From an optimization exercise on the open Yosys and OpenROAD flow, aimed at small area, a short achievable clock period and few clock cycles per item; shortcuts taken in it are not production practice. In this exercise RTL edits were held to simulation tests only and were not proved equivalent to the original. Power is estimated from default activity; no workload was simulated.

--- design/flow/config.mk ---
export PLATFORM = sky130hd
export DESIGN_NAME = matvec3
export DESIGN_NICKNAME = matvec3
export VERILOG_FILES = /design/flow/design.v
export SDC_FILE = /design/flow/constraint.sdc
export NUM_CORES = 4
export LEC_CHECK = 0
export CAP_MARGIN = 20
export CORE_MARGIN = 2
export CORE_UTILIZATION = 40
export CTS_BUF_LIST = sky130_fd_sc_hd__clkbuf_16
export CTS_CLUSTER_DIAMETER = 60
export CTS_CLUSTER_SIZE = 24
export SETUP_SLACK_MARGIN = 5
export SLEW_MARGIN = 20
--- design/flow/constraint.sdc ---
create_clock -name core_clock -period 8.5 [get_ports {clk}]
set_input_delay 1.7000 -clock core_clock [delete_from_list [all_inputs] [get_ports {clk}]]
set_output_delay 1.7000 -clock core_clock [all_outputs]
set_load 0.01 [all_outputs]
--- design/flow/design.v ---
package matvec_dims_pkg;
    localparam int MAT_DIM   = 3;
    localparam int MAT_WORDS = MAT_DIM * MAT_DIM;
    localparam int JOB_WORDS = MAT_WORDS + MAT_DIM;    
    localparam int SAMPLE_W = 14;
    localparam int ACC_W    = 2 * SAMPLE_W;            
    typedef logic signed [SAMPLE_W-1:0] sample_t;
    typedef logic signed [ACC_W-1:0] acc_t;
    typedef logic [3:0] w_addr_t;                      
    typedef logic [1:0] x_addr_t;                      
    typedef logic [3:0] load_count_t;
endpackage
package matvec_ctrl_pkg;
    typedef enum logic [1:0] {
        LOAD    = 2'd0,
        ISSUE   = 2'd1,
        DRAIN   = 2'd2,
        PRESENT = 2'd3
    } seq_state_t;
    localparam int READ_LATENCY = 1;
endpackage
`timescale 1ns/1ps
module mac_unit (
    input  logic [13:0] a,        
    input  logic [6:0]  one,      
    input  logic [6:0]  two,      
    input  logic [6:0]  neg,      
    input  logic        v,        
    input  logic [27:0] acc_s,    
    input  logic [27:0] acc_c,
    output logic [27:0] s,        
    output logic [27:0] c
);
    logic pp0_0;
    logic pp0_1;
    logic pp0_2;
    logic pp0_3;
    logic pp0_4;
    logic pp0_5;
    logic pp0_6;
    logic pp0_7;
    logic pp0_8;
    logic pp0_9;
    logic pp0_10;
    logic pp0_11;
    logic pp0_12;
    logic pp0_13;
    logic pp0_14;
    logic pp1_0;
    logic pp1_1;
    logic pp1_2;
    logic pp1_3;
    logic pp1_4;
    logic pp1_5;
    logic pp1_6;
    logic pp1_7;
    logic pp1_8;
    logic pp1_9;
    logic pp1_10;
    logic pp1_11;
    logic pp1_12;
    logic pp1_13;
    logic pp1_14;
    logic pp2_0;
    logic pp2_1;
    logic pp2_2;
    logic pp2_3;
    logic pp2_4;
    logic pp2_5;
    logic pp2_6;
    logic pp2_7;
    logic pp2_8;
    logic pp2_9;
    logic pp2_10;
    logic pp2_11;
    logic pp2_12;
    logic pp2_13;
    logic pp2_14;
    logic pp3_0;
    logic pp3_1;
    logic pp3_2;
    logic pp3_3;
    logic pp3_4;
    logic pp3_5;
    logic pp3_6;
    logic pp3_7;
    logic pp3_8;
    logic pp3_9;
    logic pp3_10;
    logic pp3_11;
    logic pp3_12;
    logic pp3_13;
    logic pp3_14;
    logic pp4_0;
    logic pp4_1;
    logic pp4_2;
    logic pp4_3;
    logic pp4_4;
    logic pp4_5;
    logic pp4_6;
    logic pp4_7;
    logic pp4_8;
    logic pp4_9;
    logic pp4_10;
    logic pp4_11;
    logic pp4_12;
    logic pp4_13;
    logic pp4_14;
    logic pp5_0;
    logic pp5_1;
    logic pp5_2;
    logic pp5_3;
    logic pp5_4;
    logic pp5_5;
    logic pp5_6;
    logic pp5_7;
    logic pp5_8;
    logic pp5_9;
    logic pp5_10;
    logic pp5_11;
    logic pp5_12;
    logic pp5_13;
    logic pp5_14;
    logic pp6_0;
    logic pp6_1;
    logic pp6_2;
    logic pp6_3;
    logic pp6_4;
    logic pp6_5;
    logic pp6_6;
    logic pp6_7;
    logic pp6_8;
    logic pp6_9;
    logic pp6_10;
    logic pp6_11;
    logic pp6_12;
    logic pp6_13;
    logic pp6_14;
    logic hs0;
    logic hc0;
    logic hs1;
    logic hc1;
    logic hs2;
    logic hc2;
    logic hs3;
    logic hc3;
    logic hs4;
    logic hc4;
    logic fs5;
    logic fc5;
    logic hs6;
    logic hc6;
    logic fs7;
    logic fc7;
    logic hs8;
    logic hc8;
    logic fs9;
    logic fc9;
    logic fs10;
    logic fc10;
    logic hs11;
    logic hc11;
    logic fs12;
    logic fc12;
    logic fs13;
    logic fc13;
    logic hs14;
    logic hc14;
    logic fs15;
    logic fc15;
    logic fs16;
    logic fc16;
    logic fs17;
    logic fc17;
    logic fs18;
    logic fc18;
    logic fs19;
    logic fc19;
    logic fs20;
    logic fc20;
    logic fs21;
    logic fc21;
    logic fs22;
    logic fc22;
    logic fs23;
    logic fc23;
    logic fs24;
    logic fc24;
    logic fs25;
    logic fc25;
    logic fs26;
    logic fc26;
    logic fs27;
    logic fc27;
    logic fs28;
    logic fc28;
    logic hs29;
    logic hc29;
    logic fs30;
    logic fc30;
    logic fs31;
    logic fc31;
    logic fs32;
    logic fc32;
    logic hs33;
    logic hc33;
    logic fs34;
    logic fc34;
    logic hs35;
    logic hc35;
    logic hs36;
    logic hc36;
    logic hs37;
    logic hc37;
    logic fs38;
    logic fc38;
    logic hs39;
    logic hc39;
    logic fs40;
    logic fc40;
    logic hs41;
    logic hc41;
    logic fs42;
    logic fc42;
    logic fs43;
    logic fc43;
    logic fs44;
    logic fc44;
    logic fs45;
    logic fc45;
    logic fs46;
    logic fc46;
    logic fs47;
    logic fc47;
    logic fs48;
    logic fc48;
    logic fs49;
    logic fc49;
    logic fs50;
    logic fc50;
    logic fs51;
    logic fc51;
    logic fs52;
    logic fc52;
    logic fs53;
    logic fc53;
    logic fs54;
    logic fc54;
    logic fs55;
    logic fc55;
    logic fs56;
    logic fc56;
    logic fs57;
    logic fc57;
    logic fs58;
    logic fc58;
    logic fs59;
    logic fc59;
    logic fs60;
    logic fc60;
    logic fs61;
    logic fc61;
    logic fs62;
    logic fc62;
    logic fs63;
    logic fc63;
    logic fs64;
    logic fc64;
    logic fs65;
    logic fc65;
    logic fs66;
    logic fc66;
    logic fs67;
    logic fc67;
    logic fs68;
    logic fc68;
    logic fs69;
    logic fc69;
    logic fs70;
    logic fc70;
    logic fs71;
    logic fc71;
    logic fs72;
    logic fc72;
    logic fs73;
    logic fc73;
    logic fs74;
    logic fc74;
    logic hs75;
    logic hc75;
    logic fs76;
    logic fc76;
    logic hs77;
    logic hc77;
    logic hs78;
    logic hc78;
    logic hs79;
    logic hc79;
    logic fs80;
    logic fc80;
    logic fs81;
    logic fc81;
    logic fs82;
    logic fc82;
    logic fs83;
    logic fc83;
    logic fs84;
    logic fc84;
    logic fs85;
    logic fc85;
    logic fs86;
    logic fc86;
    logic fs87;
    logic fc87;
    logic fs88;
    logic fc88;
    logic fs89;
    logic fc89;
    logic fs90;
    logic fc90;
    logic fs91;
    logic fc91;
    logic fs92;
    logic fc92;
    logic fs93;
    logic fc93;
    logic fs94;
    logic fc94;
    logic fs95;
    logic fc95;
    logic fs96;
    logic fc96;
    logic fs97;
    logic fc97;
    logic fs98;
    logic fc98;
    logic fs99;
    logic fc99;
    logic fs100;
    logic fc100;
    logic fs101;
    logic fc101;
    logic fs102;
    logic fc102;
    logic fs103;
    logic fc103;
    logic hs104;
    logic hc104;
    logic hs105;
    logic hc105;
    logic fs106;
    logic fc106;
    logic fs107;
    logic fc107;
    logic fs108;
    logic fc108;
    logic fs109;
    logic fc109;
    logic fs110;
    logic fc110;
    logic fs111;
    logic fc111;
    logic fs112;
    logic fc112;
    logic fs113;
    logic fc113;
    logic fs114;
    logic fc114;
    logic fs115;
    logic fc115;
    logic fs116;
    logic fc116;
    logic fs117;
    logic fc117;
    logic fs118;
    logic fc118;
    logic fs119;
    logic fc119;
    logic fs120;
    logic fc120;
    logic fs121;
    logic fc121;
    logic fs122;
    logic fc122;
    logic fs123;
    logic fc123;
    logic fs124;
    logic fc124;
    logic fs125;
    logic fc125;
    logic fs126;
    logic fc126;
    logic fs127;
    logic fc127;
    logic fs128;
    logic fc128;
    logic fs129;
    logic fc129;
    logic fs130;
    logic fc130;
    logic fs131;
    logic fc131;
    logic fs132;
    logic fc132;
    assign pp0_0 = neg[0] ^ ((one[0] & a[0]) | (two[0] & 1'b0));
    assign pp0_1 = neg[0] ^ ((one[0] & a[1]) | (two[0] & a[0]));
    assign pp0_2 = neg[0] ^ ((one[0] & a[2]) | (two[0] & a[1]));
    assign pp0_3 = neg[0] ^ ((one[0] & a[3]) | (two[0] & a[2]));
    assign pp0_4 = neg[0] ^ ((one[0] & a[4]) | (two[0] & a[3]));
    assign pp0_5 = neg[0] ^ ((one[0] & a[5]) | (two[0] & a[4]));
    assign pp0_6 = neg[0] ^ ((one[0] & a[6]) | (two[0] & a[5]));
    assign pp0_7 = neg[0] ^ ((one[0] & a[7]) | (two[0] & a[6]));
    assign pp0_8 = neg[0] ^ ((one[0] & a[8]) | (two[0] & a[7]));
    assign pp0_9 = neg[0] ^ ((one[0] & a[9]) | (two[0] & a[8]));
    assign pp0_10 = neg[0] ^ ((one[0] & a[10]) | (two[0] & a[9]));
    assign pp0_11 = neg[0] ^ ((one[0] & a[11]) | (two[0] & a[10]));
    assign pp0_12 = neg[0] ^ ((one[0] & a[12]) | (two[0] & a[11]));
    assign pp0_13 = neg[0] ^ ((one[0] & a[13]) | (two[0] & a[12]));
    assign pp0_14 = v & ~(neg[0] ^ ((one[0] & a[13]) | (two[0] & a[13])));    
    assign pp1_0 = neg[1] ^ ((one[1] & a[0]) | (two[1] & 1'b0));
    assign pp1_1 = neg[1] ^ ((one[1] & a[1]) | (two[1] & a[0]));
    assign pp1_2 = neg[1] ^ ((one[1] & a[2]) | (two[1] & a[1]));
    assign pp1_3 = neg[1] ^ ((one[1] & a[3]) | (two[1] & a[2]));
    assign pp1_4 = neg[1] ^ ((one[1] & a[4]) | (two[1] & a[3]));
    assign pp1_5 = neg[1] ^ ((one[1] & a[5]) | (two[1] & a[4]));
    assign pp1_6 = neg[1] ^ ((one[1] & a[6]) | (two[1] & a[5]));
    assign pp1_7 = neg[1] ^ ((one[1] & a[7]) | (two[1] & a[6]));
    assign pp1_8 = neg[1] ^ ((one[1] & a[8]) | (two[1] & a[7]));
    assign pp1_9 = neg[1] ^ ((one[1] & a[9]) | (two[1] & a[8]));
    assign pp1_10 = neg[1] ^ ((one[1] & a[10]) | (two[1] & a[9]));
    assign pp1_11 = neg[1] ^ ((one[1] & a[11]) | (two[1] & a[10]));
    assign pp1_12 = neg[1] ^ ((one[1] & a[12]) | (two[1] & a[11]));
    assign pp1_13 = neg[1] ^ ((one[1] & a[13]) | (two[1] & a[12]));
    assign pp1_14 = v & ~(neg[1] ^ ((one[1] & a[13]) | (two[1] & a[13])));    
    assign pp2_0 = neg[2] ^ ((one[2] & a[0]) | (two[2] & 1'b0));
    assign pp2_1 = neg[2] ^ ((one[2] & a[1]) | (two[2] & a[0]));
    assign pp2_2 = neg[2] ^ ((one[2] & a[2]) | (two[2] & a[1]));
    assign pp2_3 = neg[2] ^ ((one[2] & a[3]) | (two[2] & a[2]));
    assign pp2_4 = neg[2] ^ ((one[2] & a[4]) | (two[2] & a[3]));
    assign pp2_5 = neg[2] ^ ((one[2] & a[5]) | (two[2] & a[4]));
    assign pp2_6 = neg[2] ^ ((one[2] & a[6]) | (two[2] & a[5]));
    assign pp2_7 = neg[2] ^ ((one[2] & a[7]) | (two[2] & a[6]));
    assign pp2_8 = neg[2] ^ ((one[2] & a[8]) | (two[2] & a[7]));
    assign pp2_9 = neg[2] ^ ((one[2] & a[9]) | (two[2] & a[8]));
    assign pp2_10 = neg[2] ^ ((one[2] & a[10]) | (two[2] & a[9]));
    assign pp2_11 = neg[2] ^ ((one[2] & a[11]) | (two[2] & a[10]));
    assign pp2_12 = neg[2] ^ ((one[2] & a[12]) | (two[2] & a[11]));
    assign pp2_13 = neg[2] ^ ((one[2] & a[13]) | (two[2] & a[12]));
    assign pp2_14 = v & ~(neg[2] ^ ((one[2] & a[13]) | (two[2] & a[13])));    
    assign pp3_0 = neg[3] ^ ((one[3] & a[0]) | (two[3] & 1'b0));
    assign pp3_1 = neg[3] ^ ((one[3] & a[1]) | (two[3] & a[0]));
    assign pp3_2 = neg[3] ^ ((one[3] & a[2]) | (two[3] & a[1]));
    assign pp3_3 = neg[3] ^ ((one[3] & a[3]) | (two[3] & a[2]));
    assign pp3_4 = neg[3] ^ ((one[3] & a[4]) | (two[3] & a[3]));
    assign pp3_5 = neg[3] ^ ((one[3] & a[5]) | (two[3] & a[4]));
    assign pp3_6 = neg[3] ^ ((one[3] & a[6]) | (two[3] & a[5]));
    assign pp3_7 = neg[3] ^ ((one[3] & a[7]) | (two[3] & a[6]));
    assign pp3_8 = neg[3] ^ ((one[3] & a[8]) | (two[3] & a[7]));
    assign pp3_9 = neg[3] ^ ((one[3] & a[9]) | (two[3] & a[8]));
    assign pp3_10 = neg[3] ^ ((one[3] & a[10]) | (two[3] & a[9]));
    assign pp3_11 = neg[3] ^ ((one[3] & a[11]) | (two[3] & a[10]));
    assign pp3_12 = neg[3] ^ ((one[3] & a[12]) | (two[3] & a[11]));
    assign pp3_13 = neg[3] ^ ((one[3] & a[13]) | (two[3] & a[12]));
    assign pp3_14 = v & ~(neg[3] ^ ((one[3] & a[13]) | (two[3] & a[13])));    
    assign pp4_0 = neg[4] ^ ((one[4] & a[0]) | (two[4] & 1'b0));
    assign pp4_1 = neg[4] ^ ((one[4] & a[1]) | (two[4] & a[0]));
    assign pp4_2 = neg[4] ^ ((one[4] & a[2]) | (two[4] & a[1]));
    assign pp4_3 = neg[4] ^ ((one[4] & a[3]) | (two[4] & a[2]));
    assign pp4_4 = neg[4] ^ ((one[4] & a[4]) | (two[4] & a[3]));
    assign pp4_5 = neg[4] ^ ((one[4] & a[5]) | (two[4] & a[4]));
    assign pp4_6 = neg[4] ^ ((one[4] & a[6]) | (two[4] & a[5]));
    assign pp4_7 = neg[4] ^ ((one[4] & a[7]) | (two[4] & a[6]));
    assign pp4_8 = neg[4] ^ ((one[4] & a[8]) | (two[4] & a[7]));
    assign pp4_9 = neg[4] ^ ((one[4] & a[9]) | (two[4] & a[8]));
    assign pp4_10 = neg[4] ^ ((one[4] & a[10]) | (two[4] & a[9]));
    assign pp4_11 = neg[4] ^ ((one[4] & a[11]) | (two[4] & a[10]));
    assign pp4_12 = neg[4] ^ ((one[4] & a[12]) | (two[4] & a[11]));
    assign pp4_13 = neg[4] ^ ((one[4] & a[13]) | (two[4] & a[12]));
    assign pp4_14 = v & ~(neg[4] ^ ((one[4] & a[13]) | (two[4] & a[13])));    
    assign pp5_0 = neg[5] ^ ((one[5] & a[0]) | (two[5] & 1'b0));
    assign pp5_1 = neg[5] ^ ((one[5] & a[1]) | (two[5] & a[0]));
    assign pp5_2 = neg[5] ^ ((one[5] & a[2]) | (two[5] & a[1]));
    assign pp5_3 = neg[5] ^ ((one[5] & a[3]) | (two[5] & a[2]));
    assign pp5_4 = neg[5] ^ ((one[5] & a[4]) | (two[5] & a[3]));
    assign pp5_5 = neg[5] ^ ((one[5] & a[5]) | (two[5] & a[4]));
    assign pp5_6 = neg[5] ^ ((one[5] & a[6]) | (two[5] & a[5]));
    assign pp5_7 = neg[5] ^ ((one[5] & a[7]) | (two[5] & a[6]));
    assign pp5_8 = neg[5] ^ ((one[5] & a[8]) | (two[5] & a[7]));
    assign pp5_9 = neg[5] ^ ((one[5] & a[9]) | (two[5] & a[8]));
    assign pp5_10 = neg[5] ^ ((one[5] & a[10]) | (two[5] & a[9]));
    assign pp5_11 = neg[5] ^ ((one[5] & a[11]) | (two[5] & a[10]));
    assign pp5_12 = neg[5] ^ ((one[5] & a[12]) | (two[5] & a[11]));
    assign pp5_13 = neg[5] ^ ((one[5] & a[13]) | (two[5] & a[12]));
    assign pp5_14 = v & ~(neg[5] ^ ((one[5] & a[13]) | (two[5] & a[13])));    
    assign pp6_0 = neg[6] ^ ((one[6] & a[0]) | (two[6] & 1'b0));
    assign pp6_1 = neg[6] ^ ((one[6] & a[1]) | (two[6] & a[0]));
    assign pp6_2 = neg[6] ^ ((one[6] & a[2]) | (two[6] & a[1]));
    assign pp6_3 = neg[6] ^ ((one[6] & a[3]) | (two[6] & a[2]));
    assign pp6_4 = neg[6] ^ ((one[6] & a[4]) | (two[6] & a[3]));
    assign pp6_5 = neg[6] ^ ((one[6] & a[5]) | (two[6] & a[4]));
    assign pp6_6 = neg[6] ^ ((one[6] & a[6]) | (two[6] & a[5]));
    assign pp6_7 = neg[6] ^ ((one[6] & a[7]) | (two[6] & a[6]));
    assign pp6_8 = neg[6] ^ ((one[6] & a[8]) | (two[6] & a[7]));
    assign pp6_9 = neg[6] ^ ((one[6] & a[9]) | (two[6] & a[8]));
    assign pp6_10 = neg[6] ^ ((one[6] & a[10]) | (two[6] & a[9]));
    assign pp6_11 = neg[6] ^ ((one[6] & a[11]) | (two[6] & a[10]));
    assign pp6_12 = neg[6] ^ ((one[6] & a[12]) | (two[6] & a[11]));
    assign pp6_13 = neg[6] ^ ((one[6] & a[13]) | (two[6] & a[12]));
    assign pp6_14 = v & ~(neg[6] ^ ((one[6] & a[13]) | (two[6] & a[13])));    
    assign hs0 = neg[6] ^ acc_c[12];
    assign hc0 = neg[6] & acc_c[12];
    assign hs1 = acc_c[13] ^ acc_s[13];
    assign hc1 = acc_c[13] & acc_s[13];
    assign hs2 = acc_c[14] ^ acc_s[14];
    assign hc2 = acc_c[14] & acc_s[14];
    assign hs3 = neg[3] ^ acc_c[6];
    assign hc3 = neg[3] & acc_c[6];
    assign hs4 = acc_c[7] ^ acc_s[7];
    assign hc4 = acc_c[7] & acc_s[7];
    assign fs5 = neg[4] ^ acc_c[8] ^ acc_s[8];
    assign fc5 = (neg[4] & acc_c[8]) | (neg[4] & acc_s[8]) | (acc_c[8] & acc_s[8]);
    assign hs6 = pp0_8 ^ pp1_6;
    assign hc6 = pp0_8 & pp1_6;
    assign fs7 = acc_c[9] ^ acc_s[9] ^ pp0_9;
    assign fc7 = (acc_c[9] & acc_s[9]) | (acc_c[9] & pp0_9) | (acc_s[9] & pp0_9);
    assign hs8 = pp1_7 ^ pp2_5;
    assign hc8 = pp1_7 & pp2_5;
    assign fs9 = neg[5] ^ acc_c[10] ^ acc_s[10];
    assign fc9 = (neg[5] & acc_c[10]) | (neg[5] & acc_s[10]) | (acc_c[10] & acc_s[10]);
    assign fs10 = pp0_10 ^ pp1_8 ^ pp2_6;
    assign fc10 = (pp0_10 & pp1_8) | (pp0_10 & pp2_6) | (pp1_8 & pp2_6);
    assign hs11 = pp3_4 ^ pp4_2;
    assign hc11 = pp3_4 & pp4_2;
    assign fs12 = acc_c[11] ^ acc_s[11] ^ pp0_11;
    assign fc12 = (acc_c[11] & acc_s[11]) | (acc_c[11] & pp0_11) | (acc_s[11] & pp0_11);
    assign fs13 = pp1_9 ^ pp2_7 ^ pp3_5;
    assign fc13 = (pp1_9 & pp2_7) | (pp1_9 & pp3_5) | (pp2_7 & pp3_5);
    assign hs14 = pp4_3 ^ pp5_1;
    assign hc14 = pp4_3 & pp5_1;
    assign fs15 = acc_s[12] ^ hs0 ^ pp0_12;
    assign fc15 = (acc_s[12] & hs0) | (acc_s[12] & pp0_12) | (hs0 & pp0_12);
    assign fs16 = pp1_10 ^ pp2_8 ^ pp3_6;
    assign fc16 = (pp1_10 & pp2_8) | (pp1_10 & pp3_6) | (pp2_8 & pp3_6);
    assign fs17 = pp4_4 ^ pp5_2 ^ pp6_0;
    assign fc17 = (pp4_4 & pp5_2) | (pp4_4 & pp6_0) | (pp5_2 & pp6_0);
    assign fs18 = hc0 ^ hs1 ^ pp0_13;
    assign fc18 = (hc0 & hs1) | (hc0 & pp0_13) | (hs1 & pp0_13);
    assign fs19 = pp1_11 ^ pp2_9 ^ pp3_7;
    assign fc19 = (pp1_11 & pp2_9) | (pp1_11 & pp3_7) | (pp2_9 & pp3_7);
    assign fs20 = pp4_5 ^ pp5_3 ^ pp6_1;
    assign fc20 = (pp4_5 & pp5_3) | (pp4_5 & pp6_1) | (pp5_3 & pp6_1);
    assign fs21 = hc1 ^ hs2 ^ pp0_14;
    assign fc21 = (hc1 & hs2) | (hc1 & pp0_14) | (hs2 & pp0_14);
    assign fs22 = pp1_12 ^ pp2_10 ^ pp3_8;
    assign fc22 = (pp1_12 & pp2_10) | (pp1_12 & pp3_8) | (pp2_10 & pp3_8);
    assign fs23 = pp4_6 ^ pp5_4 ^ pp6_2;
    assign fc23 = (pp4_6 & pp5_4) | (pp4_6 & pp6_2) | (pp5_4 & pp6_2);
    assign fs24 = acc_c[15] ^ acc_s[15] ^ hc2;
    assign fc24 = (acc_c[15] & acc_s[15]) | (acc_c[15] & hc2) | (acc_s[15] & hc2);
    assign fs25 = pp1_13 ^ pp2_11 ^ pp3_9;
    assign fc25 = (pp1_13 & pp2_11) | (pp1_13 & pp3_9) | (pp2_11 & pp3_9);
    assign fs26 = pp4_7 ^ pp5_5 ^ pp6_3;
    assign fc26 = (pp4_7 & pp5_5) | (pp4_7 & pp6_3) | (pp5_5 & pp6_3);
    assign fs27 = acc_c[16] ^ acc_s[16] ^ pp1_14;
    assign fc27 = (acc_c[16] & acc_s[16]) | (acc_c[16] & pp1_14) | (acc_s[16] & pp1_14);
    assign fs28 = pp2_12 ^ pp3_10 ^ pp4_8;
    assign fc28 = (pp2_12 & pp3_10) | (pp2_12 & pp4_8) | (pp3_10 & pp4_8);
    assign hs29 = pp5_6 ^ pp6_4;
    assign hc29 = pp5_6 & pp6_4;
    assign fs30 = acc_c[17] ^ acc_s[17] ^ pp2_13;
    assign fc30 = (acc_c[17] & acc_s[17]) | (acc_c[17] & pp2_13) | (acc_s[17] & pp2_13);
    assign fs31 = pp3_11 ^ pp4_9 ^ pp5_7;
    assign fc31 = (pp3_11 & pp4_9) | (pp3_11 & pp5_7) | (pp4_9 & pp5_7);
    assign fs32 = acc_c[18] ^ acc_s[18] ^ pp2_14;
    assign fc32 = (acc_c[18] & acc_s[18]) | (acc_c[18] & pp2_14) | (acc_s[18] & pp2_14);
    assign hs33 = pp3_12 ^ pp4_10;
    assign hc33 = pp3_12 & pp4_10;
    assign fs34 = acc_c[19] ^ acc_s[19] ^ pp3_13;
    assign fc34 = (acc_c[19] & acc_s[19]) | (acc_c[19] & pp3_13) | (acc_s[19] & pp3_13);
    assign hs35 = acc_c[20] ^ acc_s[20];
    assign hc35 = acc_c[20] & acc_s[20];
    assign hs36 = neg[1] ^ acc_c[2];
    assign hc36 = neg[1] & acc_c[2];
    assign hs37 = acc_c[3] ^ acc_s[3];
    assign hc37 = acc_c[3] & acc_s[3];
    assign fs38 = neg[2] ^ acc_c[4] ^ acc_s[4];
    assign fc38 = (neg[2] & acc_c[4]) | (neg[2] & acc_s[4]) | (acc_c[4] & acc_s[4]);
    assign hs39 = pp0_4 ^ pp1_2;
    assign hc39 = pp0_4 & pp1_2;
    assign fs40 = acc_c[5] ^ acc_s[5] ^ pp0_5;
    assign fc40 = (acc_c[5] & acc_s[5]) | (acc_c[5] & pp0_5) | (acc_s[5] & pp0_5);
    assign hs41 = pp1_3 ^ pp2_1;
    assign hc41 = pp1_3 & pp2_1;
    assign fs42 = acc_s[6] ^ hs3 ^ pp0_6;
    assign fc42 = (acc_s[6] & hs3) | (acc_s[6] & pp0_6) | (hs3 & pp0_6);
    assign fs43 = pp1_4 ^ pp2_2 ^ pp3_0;
    assign fc43 = (pp1_4 & pp2_2) | (pp1_4 & pp3_0) | (pp2_2 & pp3_0);
    assign fs44 = hc3 ^ hs4 ^ pp0_7;
    assign fc44 = (hc3 & hs4) | (hc3 & pp0_7) | (hs4 & pp0_7);
    assign fs45 = pp1_5 ^ pp2_3 ^ pp3_1;
    assign fc45 = (pp1_5 & pp2_3) | (pp1_5 & pp3_1) | (pp2_3 & pp3_1);
    assign fs46 = hc4 ^ pp2_4 ^ pp3_2;
    assign fc46 = (hc4 & pp2_4) | (hc4 & pp3_2) | (pp2_4 & pp3_2);
    assign fs47 = pp4_0 ^ fs5 ^ hs6;
    assign fc47 = (pp4_0 & fs5) | (pp4_0 & hs6) | (fs5 & hs6);
    assign fs48 = pp3_3 ^ pp4_1 ^ fc5;
    assign fc48 = (pp3_3 & pp4_1) | (pp3_3 & fc5) | (pp4_1 & fc5);
    assign fs49 = hc6 ^ hs8 ^ fs7;
    assign fc49 = (hc6 & hs8) | (hc6 & fs7) | (hs8 & fs7);
    assign fs50 = pp5_0 ^ fs9 ^ hc8;
    assign fc50 = (pp5_0 & fs9) | (pp5_0 & hc8) | (fs9 & hc8);
    assign fs51 = hs11 ^ fc7 ^ fs10;
    assign fc51 = (hs11 & fc7) | (hs11 & fs10) | (fc7 & fs10);
    assign fs52 = fc9 ^ hc11 ^ hs14;
    assign fc52 = (fc9 & hc11) | (fc9 & hs14) | (hc11 & hs14);
    assign fs53 = fc10 ^ fs12 ^ fs13;
    assign fc53 = (fc10 & fs12) | (fc10 & fs13) | (fs12 & fs13);
    assign fs54 = hc14 ^ fc12 ^ fc13;
    assign fc54 = (hc14 & fc12) | (hc14 & fc13) | (fc12 & fc13);
    assign fs55 = fs15 ^ fs16 ^ fs17;
    assign fc55 = (fs15 & fs16) | (fs15 & fs17) | (fs16 & fs17);
    assign fs56 = fc15 ^ fc16 ^ fc17;
    assign fc56 = (fc15 & fc16) | (fc15 & fc17) | (fc16 & fc17);
    assign fs57 = fs18 ^ fs19 ^ fs20;
    assign fc57 = (fs18 & fs19) | (fs18 & fs20) | (fs19 & fs20);
    assign fs58 = fc18 ^ fc19 ^ fc20;
    assign fc58 = (fc18 & fc19) | (fc18 & fc20) | (fc19 & fc20);
    assign fs59 = fs21 ^ fs22 ^ fs23;
    assign fc59 = (fs21 & fs22) | (fs21 & fs23) | (fs22 & fs23);
    assign fs60 = fc21 ^ fc22 ^ fc23;
    assign fc60 = (fc21 & fc22) | (fc21 & fc23) | (fc22 & fc23);
    assign fs61 = fs24 ^ fs25 ^ fs26;
    assign fc61 = (fs24 & fs25) | (fs24 & fs26) | (fs25 & fs26);
    assign fs62 = hs29 ^ fc24 ^ fc25;
    assign fc62 = (hs29 & fc24) | (hs29 & fc25) | (fc24 & fc25);
    assign fs63 = fc26 ^ fs27 ^ fs28;
    assign fc63 = (fc26 & fs27) | (fc26 & fs28) | (fs27 & fs28);
    assign fs64 = pp6_5 ^ hc29 ^ fc27;
    assign fc64 = (pp6_5 & hc29) | (pp6_5 & fc27) | (hc29 & fc27);
    assign fs65 = fc28 ^ fs30 ^ fs31;
    assign fc65 = (fc28 & fs30) | (fc28 & fs31) | (fs30 & fs31);
    assign fs66 = pp5_8 ^ pp6_6 ^ hs33;
    assign fc66 = (pp5_8 & pp6_6) | (pp5_8 & hs33) | (pp6_6 & hs33);
    assign fs67 = fc30 ^ fc31 ^ fs32;
    assign fc67 = (fc30 & fc31) | (fc30 & fs32) | (fc31 & fs32);
    assign fs68 = pp4_11 ^ pp5_9 ^ pp6_7;
    assign fc68 = (pp4_11 & pp5_9) | (pp4_11 & pp6_7) | (pp5_9 & pp6_7);
    assign fs69 = hc33 ^ fc32 ^ fs34;
    assign fc69 = (hc33 & fc32) | (hc33 & fs34) | (fc32 & fs34);
    assign fs70 = hs35 ^ pp3_14 ^ pp4_12;
    assign fc70 = (hs35 & pp3_14) | (hs35 & pp4_12) | (pp3_14 & pp4_12);
    assign fs71 = pp5_10 ^ pp6_8 ^ fc34;
    assign fc71 = (pp5_10 & pp6_8) | (pp5_10 & fc34) | (pp6_8 & fc34);
    assign fs72 = acc_c[21] ^ acc_s[21] ^ hc35;
    assign fc72 = (acc_c[21] & acc_s[21]) | (acc_c[21] & hc35) | (acc_s[21] & hc35);
    assign fs73 = pp4_13 ^ pp5_11 ^ pp6_9;
    assign fc73 = (pp4_13 & pp5_11) | (pp4_13 & pp6_9) | (pp5_11 & pp6_9);
    assign fs74 = acc_c[22] ^ acc_s[22] ^ pp4_14;
    assign fc74 = (acc_c[22] & acc_s[22]) | (acc_c[22] & pp4_14) | (acc_s[22] & pp4_14);
    assign hs75 = pp5_12 ^ pp6_10;
    assign hc75 = pp5_12 & pp6_10;
    assign fs76 = acc_c[23] ^ acc_s[23] ^ pp5_13;
    assign fc76 = (acc_c[23] & acc_s[23]) | (acc_c[23] & pp5_13) | (acc_s[23] & pp5_13);
    assign hs77 = acc_c[24] ^ acc_s[24];
    assign hc77 = acc_c[24] & acc_s[24];
    assign hs78 = neg[0] ^ acc_c[0];
    assign hc78 = neg[0] & acc_c[0];
    assign hs79 = acc_c[1] ^ acc_s[1];
    assign hc79 = acc_c[1] & acc_s[1];
    assign fs80 = acc_s[2] ^ hs36 ^ pp0_2;
    assign fc80 = (acc_s[2] & hs36) | (acc_s[2] & pp0_2) | (hs36 & pp0_2);
    assign fs81 = hc36 ^ hs37 ^ pp0_3;
    assign fc81 = (hc36 & hs37) | (hc36 & pp0_3) | (hs37 & pp0_3);
    assign fs82 = hc37 ^ pp2_0 ^ fs38;
    assign fc82 = (hc37 & pp2_0) | (hc37 & fs38) | (pp2_0 & fs38);
    assign fs83 = fc38 ^ hc39 ^ hs41;
    assign fc83 = (fc38 & hc39) | (fc38 & hs41) | (hc39 & hs41);
    assign fs84 = hc41 ^ fc40 ^ fs42;
    assign fc84 = (hc41 & fc40) | (hc41 & fs42) | (fc40 & fs42);
    assign fs85 = fc42 ^ fc43 ^ fs44;
    assign fc85 = (fc42 & fc43) | (fc42 & fs44) | (fc43 & fs44);
    assign fs86 = fc44 ^ fc45 ^ fs46;
    assign fc86 = (fc44 & fc45) | (fc44 & fs46) | (fc45 & fs46);
    assign fs87 = fc46 ^ fs48 ^ fc47;
    assign fc87 = (fc46 & fs48) | (fc46 & fc47) | (fs48 & fc47);
    assign fs88 = fc48 ^ fs50 ^ fc49;
    assign fc88 = (fc48 & fs50) | (fc48 & fc49) | (fs50 & fc49);
    assign fs89 = fc50 ^ fs52 ^ fc51;
    assign fc89 = (fc50 & fs52) | (fc50 & fc51) | (fs52 & fc51);
    assign fs90 = fc52 ^ fc53 ^ fs54;
    assign fc90 = (fc52 & fc53) | (fc52 & fs54) | (fc53 & fs54);
    assign fs91 = fc54 ^ fc55 ^ fs56;
    assign fc91 = (fc54 & fc55) | (fc54 & fs56) | (fc55 & fs56);
    assign fs92 = fc56 ^ fc57 ^ fs58;
    assign fc92 = (fc56 & fc57) | (fc56 & fs58) | (fc57 & fs58);
    assign fs93 = fc58 ^ fc59 ^ fs60;
    assign fc93 = (fc58 & fc59) | (fc58 & fs60) | (fc59 & fs60);
    assign fs94 = fc60 ^ fc61 ^ fs62;
    assign fc94 = (fc60 & fc61) | (fc60 & fs62) | (fc61 & fs62);
    assign fs95 = fc62 ^ fc63 ^ fs64;
    assign fc95 = (fc62 & fc63) | (fc62 & fs64) | (fc63 & fs64);
    assign fs96 = fs66 ^ fc64 ^ fc65;
    assign fc96 = (fs66 & fc64) | (fs66 & fc65) | (fc64 & fc65);
    assign fs97 = fs68 ^ fc66 ^ fc67;
    assign fc97 = (fs68 & fc66) | (fs68 & fc67) | (fc66 & fc67);
    assign fs98 = fc68 ^ fs70 ^ fc69;
    assign fc98 = (fc68 & fs70) | (fc68 & fc69) | (fs70 & fc69);
    assign fs99 = fc70 ^ fs72 ^ fs73;
    assign fc99 = (fc70 & fs72) | (fc70 & fs73) | (fs72 & fs73);
    assign fs100 = hs75 ^ fc72 ^ fc73;
    assign fc100 = (hs75 & fc72) | (hs75 & fc73) | (fc72 & fc73);
    assign fs101 = pp6_11 ^ hc75 ^ fc74;
    assign fc101 = (pp6_11 & hc75) | (pp6_11 & fc74) | (hc75 & fc74);
    assign fs102 = hs77 ^ pp5_14 ^ pp6_12;
    assign fc102 = (hs77 & pp5_14) | (hs77 & pp6_12) | (pp5_14 & pp6_12);
    assign fs103 = acc_c[25] ^ acc_s[25] ^ hc77;
    assign fc103 = (acc_c[25] & acc_s[25]) | (acc_c[25] & hc77) | (acc_s[25] & hc77);
    assign hs104 = acc_c[26] ^ acc_s[26];
    assign hc104 = acc_c[26] & acc_s[26];
    assign hs105 = acc_s[0] ^ hs78;
    assign hc105 = acc_s[0] & hs78;
    assign fs106 = hc78 ^ hs79 ^ pp0_1;
    assign fc106 = (hc78 & hs79) | (hc78 & pp0_1) | (hs79 & pp0_1);
    assign fs107 = hc79 ^ pp1_0 ^ fs80;
    assign fc107 = (hc79 & pp1_0) | (hc79 & fs80) | (pp1_0 & fs80);
    assign fs108 = pp1_1 ^ fc80 ^ fs81;
    assign fc108 = (pp1_1 & fc80) | (pp1_1 & fs81) | (fc80 & fs81);
    assign fs109 = hs39 ^ fc81 ^ fs82;
    assign fc109 = (hs39 & fc81) | (hs39 & fs82) | (fc81 & fs82);
    assign fs110 = fs40 ^ fc82 ^ fs83;
    assign fc110 = (fs40 & fc82) | (fs40 & fs83) | (fc82 & fs83);
    assign fs111 = fs43 ^ fc83 ^ fs84;
    assign fc111 = (fs43 & fc83) | (fs43 & fs84) | (fc83 & fs84);
    assign fs112 = fs45 ^ fc84 ^ fs85;
    assign fc112 = (fs45 & fc84) | (fs45 & fs85) | (fc84 & fs85);
    assign fs113 = fs47 ^ fc85 ^ fs86;
    assign fc113 = (fs47 & fc85) | (fs47 & fs86) | (fc85 & fs86);
    assign fs114 = fc86 ^ fs49 ^ fs87;
    assign fc114 = (fc86 & fs49) | (fc86 & fs87) | (fs49 & fs87);
    assign fs115 = fs51 ^ fc87 ^ fs88;
    assign fc115 = (fs51 & fc87) | (fs51 & fs88) | (fc87 & fs88);
    assign fs116 = fs53 ^ fc88 ^ fs89;
    assign fc116 = (fs53 & fc88) | (fs53 & fs89) | (fc88 & fs89);
    assign fs117 = fs55 ^ fc89 ^ fs90;
    assign fc117 = (fs55 & fc89) | (fs55 & fs90) | (fc89 & fs90);
    assign fs118 = fs57 ^ fc90 ^ fs91;
    assign fc118 = (fs57 & fc90) | (fs57 & fs91) | (fc90 & fs91);
    assign fs119 = fs59 ^ fc91 ^ fs92;
    assign fc119 = (fs59 & fc91) | (fs59 & fs92) | (fc91 & fs92);
    assign fs120 = fs61 ^ fc92 ^ fs93;
    assign fc120 = (fs61 & fc92) | (fs61 & fs93) | (fc92 & fs93);
    assign fs121 = fs63 ^ fc93 ^ fs94;
    assign fc121 = (fs63 & fc93) | (fs63 & fs94) | (fc93 & fs94);
    assign fs122 = fs65 ^ fc94 ^ fs95;
    assign fc122 = (fs65 & fc94) | (fs65 & fs95) | (fc94 & fs95);
    assign fs123 = fs67 ^ fc95 ^ fs96;
    assign fc123 = (fs67 & fc95) | (fs67 & fs96) | (fc95 & fs96);
    assign fs124 = fs69 ^ fc96 ^ fs97;
    assign fc124 = (fs69 & fc96) | (fs69 & fs97) | (fc96 & fs97);
    assign fs125 = fs71 ^ fc97 ^ fs98;
    assign fc125 = (fs71 & fc97) | (fs71 & fs98) | (fc97 & fs98);
    assign fs126 = fc71 ^ fs99 ^ fc98;
    assign fc126 = (fc71 & fs99) | (fc71 & fc98) | (fs99 & fc98);
    assign fs127 = fs74 ^ fc99 ^ fs100;
    assign fc127 = (fs74 & fc99) | (fs74 & fs100) | (fc99 & fs100);
    assign fs128 = fs76 ^ fc100 ^ fs101;
    assign fc128 = (fs76 & fc100) | (fs76 & fs101) | (fc100 & fs101);
    assign fs129 = fc76 ^ fs102 ^ fc101;
    assign fc129 = (fc76 & fs102) | (fc76 & fc101) | (fs102 & fc101);
    assign fs130 = pp6_13 ^ fc102 ^ fs103;
    assign fc130 = (pp6_13 & fc102) | (pp6_13 & fs103) | (fc102 & fs103);
    assign fs131 = hs104 ^ pp6_14 ^ fc103;
    assign fc131 = (hs104 & pp6_14) | (hs104 & fc103) | (pp6_14 & fc103);
    assign fs132 = acc_c[27] ^ acc_s[27] ^ hc104;
    assign fc132 = (acc_c[27] & acc_s[27]) | (acc_c[27] & hc104) | (acc_s[27] & hc104);
    assign s[0] = pp0_0;
    assign c[0] = hs105;
    assign s[1] = hc105;
    assign c[1] = fs106;
    assign s[2] = fc106;
    assign c[2] = fs107;
    assign s[3] = fc107;
    assign c[3] = fs108;
    assign s[4] = fc108;
    assign c[4] = fs109;
    assign s[5] = fc109;
    assign c[5] = fs110;
    assign s[6] = fc110;
    assign c[6] = fs111;
    assign s[7] = fc111;
    assign c[7] = fs112;
    assign s[8] = fc112;
    assign c[8] = fs113;
    assign s[9] = fc113;
    assign c[9] = fs114;
    assign s[10] = fc114;
    assign c[10] = fs115;
    assign s[11] = fc115;
    assign c[11] = fs116;
    assign s[12] = fc116;
    assign c[12] = fs117;
    assign s[13] = fc117;
    assign c[13] = fs118;
    assign s[14] = fc118;
    assign c[14] = fs119;
    assign s[15] = fc119;
    assign c[15] = fs120;
    assign s[16] = fc120;
    assign c[16] = fs121;
    assign s[17] = fc121;
    assign c[17] = fs122;
    assign s[18] = fc122;
    assign c[18] = fs123;
    assign s[19] = fc123;
    assign c[19] = fs124;
    assign s[20] = fc124;
    assign c[20] = fs125;
    assign s[21] = fc125;
    assign c[21] = fs126;
    assign s[22] = fs127;
    assign c[22] = fc126;
    assign s[23] = fc127;
    assign c[23] = fs128;
    assign s[24] = fc128;
    assign c[24] = fs129;
    assign s[25] = fs130;
    assign c[25] = fc129;
    assign s[26] = fc130;
    assign c[26] = fs131;
    assign s[27] = fs132;
    assign c[27] = fc131;
endmodule
`timescale 1ns/1ps
module matvec3 (
    input  logic                     clk,
    input  logic                     reset,
    input  logic                     input_valid,
    output logic                     input_ready,
    input  matvec_dims_pkg::sample_t input_data,
    output logic                     output_valid,
    input  logic                     output_ready,
    output matvec_dims_pkg::acc_t    output_data
);
    typedef matvec_dims_pkg::sample_t sample_t;
    typedef matvec_dims_pkg::acc_t    acc_t;
    logic [3:0]  ph;
    sample_t     ring [0:11];
    logic [3:0]  lp;             
    logic        ahead;          
    logic [1:0]  cr, ck;         
    logic [3:0]  cp;             
    logic        due;            
    logic [2:0]  xv;             
    logic        ready_q;
    logic [6:0]  one_q, two_q, neg_q;    
    logic        m_v, m_first, m_last;
    acc_t        acc_s, acc_c;   
    acc_t        sum_s, sum_c;
    logic        acc_done;       
    acc_t        out_q;
    logic        out_v;
    logic        in_fire;
    logic        issue;
    logic        transfer;
    assign input_ready  = ready_q;
    assign output_valid = out_v;
    assign output_data  = out_q;
    assign in_fire  = input_valid && ready_q;
    assign transfer = acc_done && !out_v;
    assign issue = due && xv[ck] && ((ck != 2'd0) || !out_v);
    logic [3:0] ph_n;
    logic [1:0] cr_i, ck_i;
    logic [3:0] cp_i;
    logic       last_p;          
    logic [3:0] lp_inc;
    logic       due_i, due_ni;
    logic       rdy_f_i, rdy_f_ni, rdy_nf_i, rdy_nf_ni;
    function automatic logic slot_free(input logic ahd, input logic [3:0] w, input logic [3:0] c);
        if (!ahd)
            slot_free = 1'b1;
        else if (w < 4'd9)
            slot_free = (c > w);
        else
            slot_free = (c > w - 4'd3);
    endfunction
    always_comb begin
        ph_n   = (ph == 4'd11) ? 4'd0 : ph + 4'd1;
        last_p = (cp == 4'd8);
        cp_i   = last_p ? 4'd0 : cp + 4'd1;
        ck_i   = (ck == 2'd2) ? 2'd0 : ck + 2'd1;
        cr_i   = (ck != 2'd2) ? cr : ((cr == 2'd2) ? 2'd0 : cr + 2'd1);
        due_i  = !last_p;
        due_ni = (ph == ((cp >= 4'd3) ? cp - 4'd3 : cp + 4'd9));
        lp_inc = (lp == 4'd11) ? 4'd0 : lp + 4'd1;
        rdy_f_i   = slot_free((lp == 4'd11) ? 1'b1 : (last_p ? 1'b0 : ahead), lp_inc, cp_i);
        rdy_f_ni  = slot_free((lp == 4'd11) ? 1'b1 : ahead, lp_inc, cp);
        rdy_nf_i  = (ph_n == lp) && slot_free(last_p ? 1'b0 : ahead, lp, cp_i);
        rdy_nf_ni = (ph_n == lp) && slot_free(ahead, lp, cp);
    end
    always_ff @(posedge clk) begin
        if (reset) begin
            ph       <= 4'd0;
            lp       <= '0;
            ahead    <= 1'b0;
            cr       <= '0;
            ck       <= '0;
            cp       <= '0;
            due      <= 1'b0;
            xv       <= '0;
            ready_q  <= 1'b1;
            m_v      <= 1'b0;
            acc_done <= 1'b0;
            out_v    <= 1'b0;
        end else begin
            ph <= ph_n;
            if (in_fire) begin
                lp <= lp_inc;
                ready_q <= issue ? rdy_f_i : rdy_f_ni;
            end else begin
                ready_q <= issue ? rdy_nf_i : rdy_nf_ni;
            end
            if (in_fire && lp == 4'd11)
                ahead <= 1'b1;
            else if (issue && last_p)
                ahead <= 1'b0;
            if (issue) begin
                cr <= cr_i;
                ck <= ck_i;
                cp <= cp_i;
            end
            due <= issue ? due_i : due_ni;
            for (int k = 0; k < 3; k++) begin
                if (in_fire && ph == 4'(9 + k))
                    xv[k] <= 1'b1;
                else if (issue && cr == 2'd2 && ck == 2'(k))
                    xv[k] <= 1'b0;
            end
            m_v <= issue;
            if (m_v && m_last)
                acc_done <= 1'b1;
            else if (transfer)
                acc_done <= 1'b0;
            if (transfer)
                out_v <= 1'b1;
            else if (output_ready)
                out_v <= 1'b0;
        end
    end
    sample_t    x_op;
    logic [6:0] x_lo;            
    always_comb begin
        case (cr)
            2'd0:    x_op = ring[0];
            2'd1:    x_op = ring[3];
            default: x_op = ring[6];
        endcase
    end
    assign x_lo = {x_op[11], x_op[9], x_op[7], x_op[5], x_op[3], x_op[1], 1'b0};
    always_ff @(posedge clk) begin
        ring[0] <= in_fire ? input_data : ring[11];
        for (int i = 1; i < 12; i++)
            ring[i] <= ring[i-1];
        for (int i = 0; i < 7; i++) begin
            one_q[i] <= issue && (x_op[2*i] ^ x_lo[i]);
            two_q[i] <= issue && ((x_op[2*i+1] && !x_op[2*i] && !x_lo[i]) ||
                                  (!x_op[2*i+1] && x_op[2*i] && x_lo[i]));
            neg_q[i] <= issue && x_op[2*i+1];
        end
        m_first <= issue && (ck == 2'd0);
        m_last  <= issue && (ck == 2'd2);
        acc_s <= sum_s;
        acc_c <= sum_c;
        if (transfer)
            out_q <= acc_s + acc_c;
    end
    mac_unit mac_unit_i (
        .a     (ring[10]),
        .one   (one_q),
        .two   (two_q),
        .neg   (neg_q),
        .v     (m_v),
        .acc_s (m_first ? acc_t'(28'h0004000) : acc_s),
        .acc_c (m_first ? acc_t'(0) : acc_c),
        .s     (sum_s),
        .c     (sum_c)
    );
endmodule
--- design/flow/run.sh ---
#!/bin/bash
# synth_recipe.tcl (not shown) runs the flow's synth.tcl, then flattens the netlist and writes it again
# the make line also repeats each setting of config.mk as NAME=value (left out here)
make -C /OpenROAD-flow-scripts/flow DESIGN_CONFIG=/design/flow/config.mk WORK_HOME=/design/flow/orfs CLKGATE_MAP_FILE= SYNTH_SCRIPT=/design/flow/synth_recipe.tcl finish
==> results of run 1 <==
stage by stage:
stage / hold slack [ns] / area [µm²] / total power, µW
2_1_floorplan: 0.310 / 14900 / 1780
3_3_place_gp: 0.310 / 15700 / 1840
6_report: 0.321 / 16500 / 2910
4_1_cts: 0.323 / 16500 / 2950
5_1_grt: 0.325 / 16500 / 3040
3_5_place_dp: 0.312 / 15700 / 1850
per-layer routing:
metal,GRT usage (%),up-vias
li1,-,4593
met1,22.4,4525
met2,24.8,181
met3,2.00,57
met4,4.93,0
met5,0,-
state kept, by name (all words and copies together) (netlist names), 2 cells and up:
name / cells
xv: 3
lp: 4
one_q: 7
ph: 4
ck: 2
acc_c: 28
acc_s: 28
two_q: 7
ring: 168
cr: 2
out_q: 28
cp: 4
neg_q: 7
cell families (layout without fill, tap and decap cells):
group           Yosys count  count (layout)  share of synthesized area, %
compound gates          258             258                          11.5
xor+xnor                147             147                          8.63
fa+ha+maj               201             201                          22.4
buf+inv                 189             213                          4.82
flops                   300             300                          42.2
mux                      29              29                          2.06
simple gates            249             249                          8.42
power by group:
part / internal (µW) / leakage, µW / switching, µW
logic: 79.4 / 0.00389 / 85.3
registers: 1560 / 0.00253 / 98.5
clock network: 554 / 0.000380 / 531
worst max-delay path by stage:
stage	startpoint	slack (ns)	end
floorplan	neg_q[2]	5.22	acc_c[17]
global placement	input_valid	4.69	ready_q
detailed placement	input_valid	4.65	ready_q
CTS	out_v	5.03	output_valid
global route	out_v	5.01	output_valid
finish	out_v	5.07	output_valid
cell type report:
type                            count  area [µm²]
Clock buffer                       25         626
Clock inverter                     15         134
Timing Repair Buffer               50         497
Tap cell                          468         586
Inverter                          123         462
Fill cell                        3427       20200
Sequential cell                   300        6300
Multi-Input combinational cell    884        7930
cells in the mapped netlist (all sizes together) (3+ instances only):
| cell | instances |
|---|---|
| o21a | 7 |
| edfxtp | 28 |
| and3 | 3 |
| xor2 | 55 |
| a31oi | 7 |
| xnor2 | 92 |
| a21o | 10 |
| mux2 | 14 |
| mux2i | 15 |
| a22oi | 93 |
| nor3 | 11 |
| fa | 111 |
| nor2b | 54 |
| inv | 123 |
| or3 | 3 |
| nor2 | 71 |
| clkbuf | 55 |
| dfxtp | 272 |
| nand2 | 53 |
| nand4b | 3 |
| nand2b | 18 |
| nand3 | 8 |
| a211oi | 3 |
| o21ai | 43 |
| nand3b | 6 |
| nand4 | 5 |
| and2 | 7 |
| o2111ai | 3 |
| buf | 11 |
| ha | 88 |
| a41oi | 3 |
| o41ai | 4 |
| a21oi | 73 |
timing repair:
action	4_1_cts	5_1_grt
endpoints found under the setup margin	0	12
endpoints found under the hold margin	0	0
resized for setup	0	17
worst register-to-register path, cell delays in order (launching register included):
cell,delay (ns)
dfxtp_1,0.83
a22oi_1,0.18
xnor2_1,0.19
fa_1,0.59
inv_1,0.07
fa_1,0.39
fa_1,0.51
inv_1,0.05
fa_1,0.43
==> flow_summary.ini, run 1 <==
[drt]
drc = 0
wl_met2_um = 13100
vias = 9356
firstDrtPassIters = 5
ant_nets = 0
wl_met1_um = 14700
viasPerCell = 5.02
drt_first_iter_violations = 522
top_layer_used = met4
wl_met3_um = 1010
wire_per_inst_um = 15.9
wl_um = 29700

[clock_tree]
clk_pin_slew_ns = 0.09
htree_levels = 1
cts.sinks = 300
post_cts_buffers = 0
insertion_delay_ns = 0.55
clockBufferDepth = 3
cts_root_buf = clkbuf_16
cts_buffers = 24
cts_tree = yes
cts_hold_buf = 0

[grt]
grt_max_degree = 56
grt_antenna_before_repair = 0
grt_util_all_layers_pct = 15.7
grt_pass1_vias = 9495
grt-ovfl-total = 0
grt_first_pass_wirelength_um = 49200

[sta]
drv_slew = 0
fin_crit_ns = 3.43
slew_headroom_pct = 31.2
fin_skew_ns = 0.0491
period_share_pct = 40.4
setup_viol = 0
timing.final.ws_setup_ns = 5.07
fmax_mhz = 292
rsz0062_at_grt = no
tightestPinTransition_ns = 1.03
setup-tns-final_ns = 0
hold_viol_final = 0

[hold_path]
min_to = ring[8][1]
hold_class = reg -> reg
holdPathStages = 0
min_from = ring[7][1]

[logic_synthesis]
async_reset_ff_share_pct = 0
ys.flop_type = dfxtp_1
synth_top_area_share_pct = 36.5
synth.area.top_cells = dfxtp_1 (37%), fa_1 (15%), ha_1 (7.4%)
synth_area_um2 = 14900
yosysSeqAreaShare_pct = 42.2
synth_edf_count = 28
yosysTopAreaCell = dfxtp_1
synthCells = 1373
synth_nets = 1590
synth.distinct_cells = 57
avgSynthCellArea_um2 = 10.9
synth-seq-cells = 300
yosysWarnings = 3

[job]
maxCapViolations = 0

[worst_setup_path]
critPathSlowestCell = clkdlybuf4s50_1
max_stage_delay_ns = 0.62
crit_chain = clkdlybuf4s50_1
crit_cells = 1
cp-start-kind = register
timing.rr.start = ring[10][4]
cp_data_required_time_ns = 6.80
critPathArrivalTime_ns = 1.73
criticalPathCategory = reg -> out
ff2ff_path_depth = 8
rrSetupSlack_ns = 5.11
crit_fanout = 6
endpoint_kind = output port
cp_num_buf_inv = 1
crit_family = buffers and inverters
r2r-end = acc_c[16]

[cells_and_area]
mostFrequentLayoutCells = dfxtp_1 (257), inv_1 (123), fa_1 (111)
antenna_cells = 0
area_growth_pct = 10.9
final_cell_count_no_fill = 1865
postLayoutCoreUtil_pct = 45.1
layout.cells.most_common = dfxtp_1
drive_gt1_share_pct = 6.37
layout.nets = 1600

[floorplan]
die_h_um = 197
ios = 48
dieWidth_um = 197
initial_core_util_pct = 40.6
core-area_um2 = 36700
rows = 70
die_area_um2 = 38800

[pwr]
p_per_area_nw_per_um2 = 176
leakagePower_uw = 0.00680
peakVddDrop_mv = 0.151

[placed_design]
io_buffers = 47
dp_cells = 1825
routabilityCongestion = 0.843
dp_hpwl_um = 21700
post-place-ws_ns = 4.65

[outcome]
status = no timing/DRC/antenna violations
Testbench counts, summed over its fixed seeds: cycles 4,688, jobs 384.
==> run 2: changes to the inputs <==
--- a/design/flow/config.mk
+++ b/design/flow/config.mk
@@ -8,8 +8,5 @@
 export CAP_MARGIN = 20
 export CORE_MARGIN = 2
 export CORE_UTILIZATION = 40
-export CTS_BUF_LIST = sky130_fd_sc_hd__clkbuf_16
-export CTS_CLUSTER_DIAMETER = 60
-export CTS_CLUSTER_SIZE = 24
 export SETUP_SLACK_MARGIN = 5
 export SLEW_MARGIN = 20
==> flow_summary.ini, run 2 <==
[outcome]
status = no timing/DRC/antenna violations

[sta]
hold_viol_final = 0
fmax_mhz = 292
timing.final.ws_setup_ns = 5.08
period_share_pct = 40.3
slew_headroom_pct = 30.8
drv_slew = 0
fin_crit_ns = 3.42
fin_skew_ns = 0.0127
tightestPinTransition_ns = 1.04
rsz0062_at_grt = no
setup-tns-final_ns = 0
setup_viol = 0

[drt]
ant_nets = 0
viasPerCell = 4.99
top_layer_used = met4
wl_um = 29800
drc = 0
wl_met3_um = 1380
firstDrtPassIters = 5
drt_first_iter_violations = 555
wire_per_inst_um = 15.8
wl_met2_um = 13000
vias = 9384
wl_met1_um = 14700

[cells_and_area]
fill_cells = 3406
regMostFlops = ring
mostFrequentLayoutCells = dfxtp_1 (266), inv_1 (122), fa_1 (111)
layout.cells.most_common = dfxtp_1
antenna_cells = 0
layout.nets = 1606
seq_area_um2 = 6290
largest_reg_flops = 168
final_area_um2 = 16800
area_growth_pct = 12.5
drive_gt1_share_pct = 6.37
postLayoutCoreUtil_pct = 45.7
multiInputGateArea_um2 = 7920

[worst_setup_path]
cp-start-kind = register
critPathSlowestCell = clkdlybuf4s50_1
ff2ff_path_depth = 7
crit_chain = clkdlybuf4s50_1
endpoint_kind = output port
crit_family = buffers and inverters
critPathArrivalTime_ns = 1.72
cp_num_buf_inv = 1
crit_fanout = 6
crit_cells = 1
cp_data_required_time_ns = 6.80
max_stage_delay_ns = 0.63
criticalPathCategory = reg -> out

[logic_synthesis]
yosysTopAreaCell = dfxtp_1
synthCells = 1373
synth_xor_xnor_area_share_pct = 8.63
synth_adder_area_share_pct = 22.4
synth_top_area_share_pct = 36.5
yosys-top-cells-count = dfxtp_1 (272), inv_1 (122), fa_1 (111)
synth_top_family_by_area = adder cells
yosysWarnings = 3
synth_most_common_cell = dfxtp_1
synth_edf_count = 28
synth_nets = 1590
synth.distinct_cells = 57
synth_area_um2 = 14900
muxShareOfSynthArea_pct = 2.06
synth_compound_area_share_pct = 11.5
synth.area.top_cells = dfxtp_1 (37%), fa_1 (15%), ha_1 (7.4%)
avgSynthCellArea_um2 = 10.9
yosysSeqAreaShare_pct = 42.2
synth-seq-cells = 300
synth-simple-area-share_pct = 8.42
async_reset_ff_share_pct = 0
ys.flop_type = dfxtp_1

[placed_design]
dpl-instance-area_um2 = 15700
post-place-ws_ns = 4.65
io_buffers = 47
dp_hpwl_um = 21700
routabilityCongestion = 0.843

[grt]
grt_pass1_vias = 9609
grt-ovfl-total = 0
grt_max_degree = 56
grt_first_pass_wirelength_um = 49700
grt_antenna_before_repair = 0
grt_util_all_layers_pct = 15.8

[floorplan]
ios = 48
core-area_um2 = 36700
initial_core_util_pct = 40.6
dieWidth_um = 197
rows = 70
die_area_um2 = 38800
die_h_um = 197

[clock_tree]
clockBufferDepth = 3
cts_hold_buf = 0
post_cts_buffers = 0
cts.sinks = 300
insertion_delay_ns = 0.55
cts_tree = yes
post_cts_resized = 0
clk_pin_slew_ns = 0.06
cts_root_buf = clkbuf_16
cts_buffers = 30
htree_levels = 1

[pwr]
peakVddDrop_mv = 0.131
leakagePower_uw = 0.00692
p_per_area_nw_per_um2 = 188

[job]
maxCapViolations = 0

[hold_path]
holdPathStages = 0
hold_class = reg -> reg
[run 2: cell counts after synthesis]
Identical to the previous run, type by type.
[run 2: path summary, 6_finish.rpt]
| check | endpoint | startpoint | slack (ns) |
|---|---|---|---|
| min | ring[10][6] | ring[9][6] | 0.31 |
| max reg2reg | acc_c[16] | neg_q[5] | 5.13 |
| min reg2reg | ring[10][6] | ring[9][6] | 0.31 |
| max | output_valid | out_v | 5.08 |
[run 2: logic make-up after synthesis]
| kind of cell | after synthesis |
|---|---|
| AOI/OAI and AO/OA | 258 |
| and+or+nand+nor | 249 |
| DFF | 300 |
| xor gates and xnor gates | 147 |
| muxes | 29 |
| adders and majority gates | 201 |
| buffers and inverters | 189 |
[run 2: through the flow]
step / hold WS (ns) / power (µW) / instances
2_1_floorplan: 0.310 / 1780 / 1373
6_report: 0.314 / 3150 / 1881
5_1_grt: 0.325 / 3290 / 1881
4_1_cts: 0.313 / 3190 / 1881
3_5_place_dp: 0.312 / 1850 / 1825
3_3_place_gp: 0.310 / 1840 / 1825
[run 2: report_power, final]
group | internal, µW | switching [µW] | leakage (µW)
clock | 782 | 542 | 0.000500
sequential | 1560 | 99.4 | 0.00253
combinational | 79.4 | 85.3 | 0.00389
total | 2420 | 726 | 0.00692
[run 2: cell type report]
type	count	share of cell area, %
multi-input cells	884	47.2
well taps	468	3.49
repair buffers	50	2.96
clock buffers	44	5.47
flip-flops and latches	300	37.5
clock inverters	12	0.597
inverters	123	2.75
[run 2: worst reg2reg max path, stage by stage, from the launching register on]
cell	delay [ns]
dfxtp_1	0.98
xnor2_1	0.22
fa_1	0.61
inv_1	0.07
fa_1	0.39
fa_1	0.51
inv_1	0.05
fa_1	0.43
[run 2: metal layers]
| metal | vias to the layer above | global-route usage [%] |
|---|---|---|
| li1 | 4614 | - |
| met1 | 4492 | 22.6 |
| met2 | 222 | 25.0 |
| met3 | 56 | 2.32 |
| met4 | 0 | 4.54 |
| met5 | - | 0 |
==> run 3: changes to the inputs <==
--- a/design/flow/config.mk
+++ b/design/flow/config.mk
@@ -8,5 +8,8 @@
 export CAP_MARGIN = 20
 export CORE_MARGIN = 2
 export CORE_UTILIZATION = 40
+export CTS_BUF_LIST = sky130_fd_sc_hd__clkbuf_8 sky130_fd_sc_hd__clkbuf_16
+export CTS_CLUSTER_DIAMETER = 60
+export CTS_CLUSTER_SIZE = 20
 export SETUP_SLACK_MARGIN = 5
 export SLEW_MARGIN = 20
==> flow_summary.ini, run 3 <==
[pwr]
peakVddDrop_mv = 0.143
p_per_area_nw_per_um2 = 175
leakagePower_uw = 0.00679

[logic_synthesis]
synth.area.top_cells = dfxtp_1 (37%), fa_1 (15%), ha_1 (7.4%)
yosysWarnings = 3
synth_top_area_share_pct = 36.5
yosys-top-cells-count = dfxtp_1 (272), inv_1 (122), fa_1 (111)
synth.distinct_cells = 57
synth_nets = 1590
synth_area_um2 = 14900
ys.flop_type = dfxtp_1
yosysTopAreaCell = dfxtp_1
synthCells = 1373
synth_most_common_cell = dfxtp_1
synth-seq-cells = 300
synth_edf_count = 28
yosysSeqAreaShare_pct = 42.2
async_reset_ff_share_pct = 0
avgSynthCellArea_um2 = 10.9

[drt]
vias = 9324
viasPerCell = 5.00
wire_per_inst_um = 15.9
drc = 0
wl_um = 29600
wl_met2_um = 13000
top_layer_used = met4
drt_first_iter_violations = 562
wl_met3_um = 1270
firstDrtPassIters = 5
wl_met1_um = 14600
ant_nets = 0

[floorplan]
die_h_um = 197
dieWidth_um = 197
ios = 48
core-area_um2 = 36700
rows = 70
initial_core_util_pct = 40.6
die_area_um2 = 38800

[sta]
rsz0062_at_grt = no
setup-tns-final_ns = 0
drv_slew = 0
fin_crit_ns = 3.41
tightestPinTransition_ns = 1.02
setup_viol = 0
period_share_pct = 40.1
hold_viol_final = 0
slew_headroom_pct = 31.7
fmax_mhz = 293
fin_skew_ns = 0.0369

[worst_setup_path]
cp_data_required_time_ns = 8.90
cp-start-kind = register
critPathArrivalTime_ns = 3.81
criticalPathCategory = reg -> reg
endpoint_kind = register
timing.rr.start = ring[10][9]
cp-startpoint = ring[10][9]
crit_fanout = 15

[grt]
grt-ovfl-total = 0
grt_util_all_layers_pct = 15.7
grt_max_degree = 56
grt_first_pass_wirelength_um = 49300
grt_antenna_before_repair = 0
grt_pass1_vias = 9527

[cells_and_area]
drive_gt1_share_pct = 6.30
fill_cells = 3431
regMostFlops = ring
area_growth_pct = 10.8
antenna_cells = 0
final_area_um2 = 16500
largest_reg_flops = 168
layout.nets = 1601
mostFrequentLayoutCells = dfxtp_1 (258), inv_1 (124), fa_1 (111)
layout.cells.most_common = dfxtp_1

[hold_path]
hold_class = reg -> reg
min_from = ring[9][13]

[clock_tree]
cts_root_buf = clkbuf_16
cts_hold_buf = 0
post_cts_resized = 0
cts.sinks = 300
cts_tree = yes
insertion_delay_ns = 0.55
post_cts_buffers = 0
cts_buffers = 25
clk_pin_slew_ns = 0.08
clockBufferDepth = 3
htree_levels = 1

[placed_design]
dpl-instance-area_um2 = 15700
routabilityCongestion = 0.843
dp_hpwl_um = 21700
io_buffers = 47

[outcome]
status = no timing/DRC/antenna violations

[job]
maxCapViolations = 0
## run 3: cell count changes in the layout (fill, tap and decap cells not counted), sizes merged
cell      delta
clkbuf      -19
inv          +5
clkinv       -2
bufinv       -1
clkinvlp     +1
## run 3: critical path, stage by stage, from the launching register on
cell	delay (ns)
dfxtp_1	0.82
a22oi_1	0.22
xor2_1	0.20
fa_1	0.51
fa_1	0.47
fa_1	0.56
inv_1	0.05
fa_1	0.43
## run 3: worst paths after layout
| kind | to | slack [ns] | cells after the start |
|---|---|---|---|
| max | acc_c[14] | 5.09 | 7 |
| min | ring[10][13] | 0.32 | 0 |
| max reg2reg | acc_c[14] | 5.09 | 7 |
| min reg2reg | ring[10][13] | 0.32 | 0 |
## run 3: per-stage QoR
stage,instances,util [%],total power [µW],hold WS [ns],worst slack [ns]
2_1_floorplan,1373,-,1780,0.310,5.22
3_3_place_gp,1825,42.9,1840,0.310,4.69
3_5_place_dp,1825,42.9,1850,0.312,4.65
4_1_cts,1865,44.9,2930,0.323,5.03
5_1_grt,1865,45.0,3020,0.323,5.01
6_report,1865,45.0,2890,0.322,5.09
## run 3: cell families (layout without fill, tap and decap cells)
logic type,count (synthesis),count (layout),synth area share (%)
buffers and inverters,189,213,4.82
adder cells (fa/ha/maj),201,201,22.4
AND/OR/NAND/NOR,249,249,8.42
XOR/XNOR,147,147,8.63
flip-flops,300,300,42.2
AO/OA/AOI/OAI,258,258,11.5
multiplexers,29,29,2.06
## run 3: power by group
group	total (µW)	internal, µW	switching [µW]	leakage (µW)
clock network	1070	547	523	0.000370
logic	165	79.4	85.4	0.00389
registers	1660	1560	98.7	0.00253
## run 3: final cells by class
type | instances | area [µm²] | share of cell area, %
clock inverters | 15 | 118 | 0.712
multi-input cells | 884 | 7930 | 48.0
repair buffers | 50 | 497 | 3.01
well taps | 468 | 586 | 3.55
clock buffers | 25 | 626 | 3.79
flip-flops and latches | 300 | 6300 | 38.2
inverters | 123 | 462 | 2.80
## run 3: layer usage
metal,up-vias,track usage [%]
met5,-,0
met4,0,4.65
met3,50,2.17
met2,209,24.9
met1,4468,22.5
li1,4597,-

## port drivers added, routing unchanged
Ports are ideal in the flow. The routed layouts listed here were re-timed in OpenROAD. Step 1 assumes that a clkbuf_16 drives the clock port and a buf_2 every other input. Step 2 adds t to the input delays and takes it off the output delays; t is the mean of the earliest and latest rising clock arrival at the registers after step 1. Input paths then give back, and output paths get back, about the clock's delay inside the block. a / b / c = ideal / step 1 / step 2; a / b = the first two.
run	t, ns	setup WS [ns]	latest minus earliest clock arrival (ns)
run 1	0.579	5.070 / 5.018 / 4.701	0.049 / 0.049
run 2	0.591	5.078 / 5.029 / 4.693	0.014 / 0.014
run 3	0.587	5.093 / 5.093 / 4.713	0.037 / 0.037
After both steps setup and hold are still met in every run listed. For run 2, which loses most, drivers alone change the setup slack by -0.049 ns; drivers and shift together by -0.385 ns.
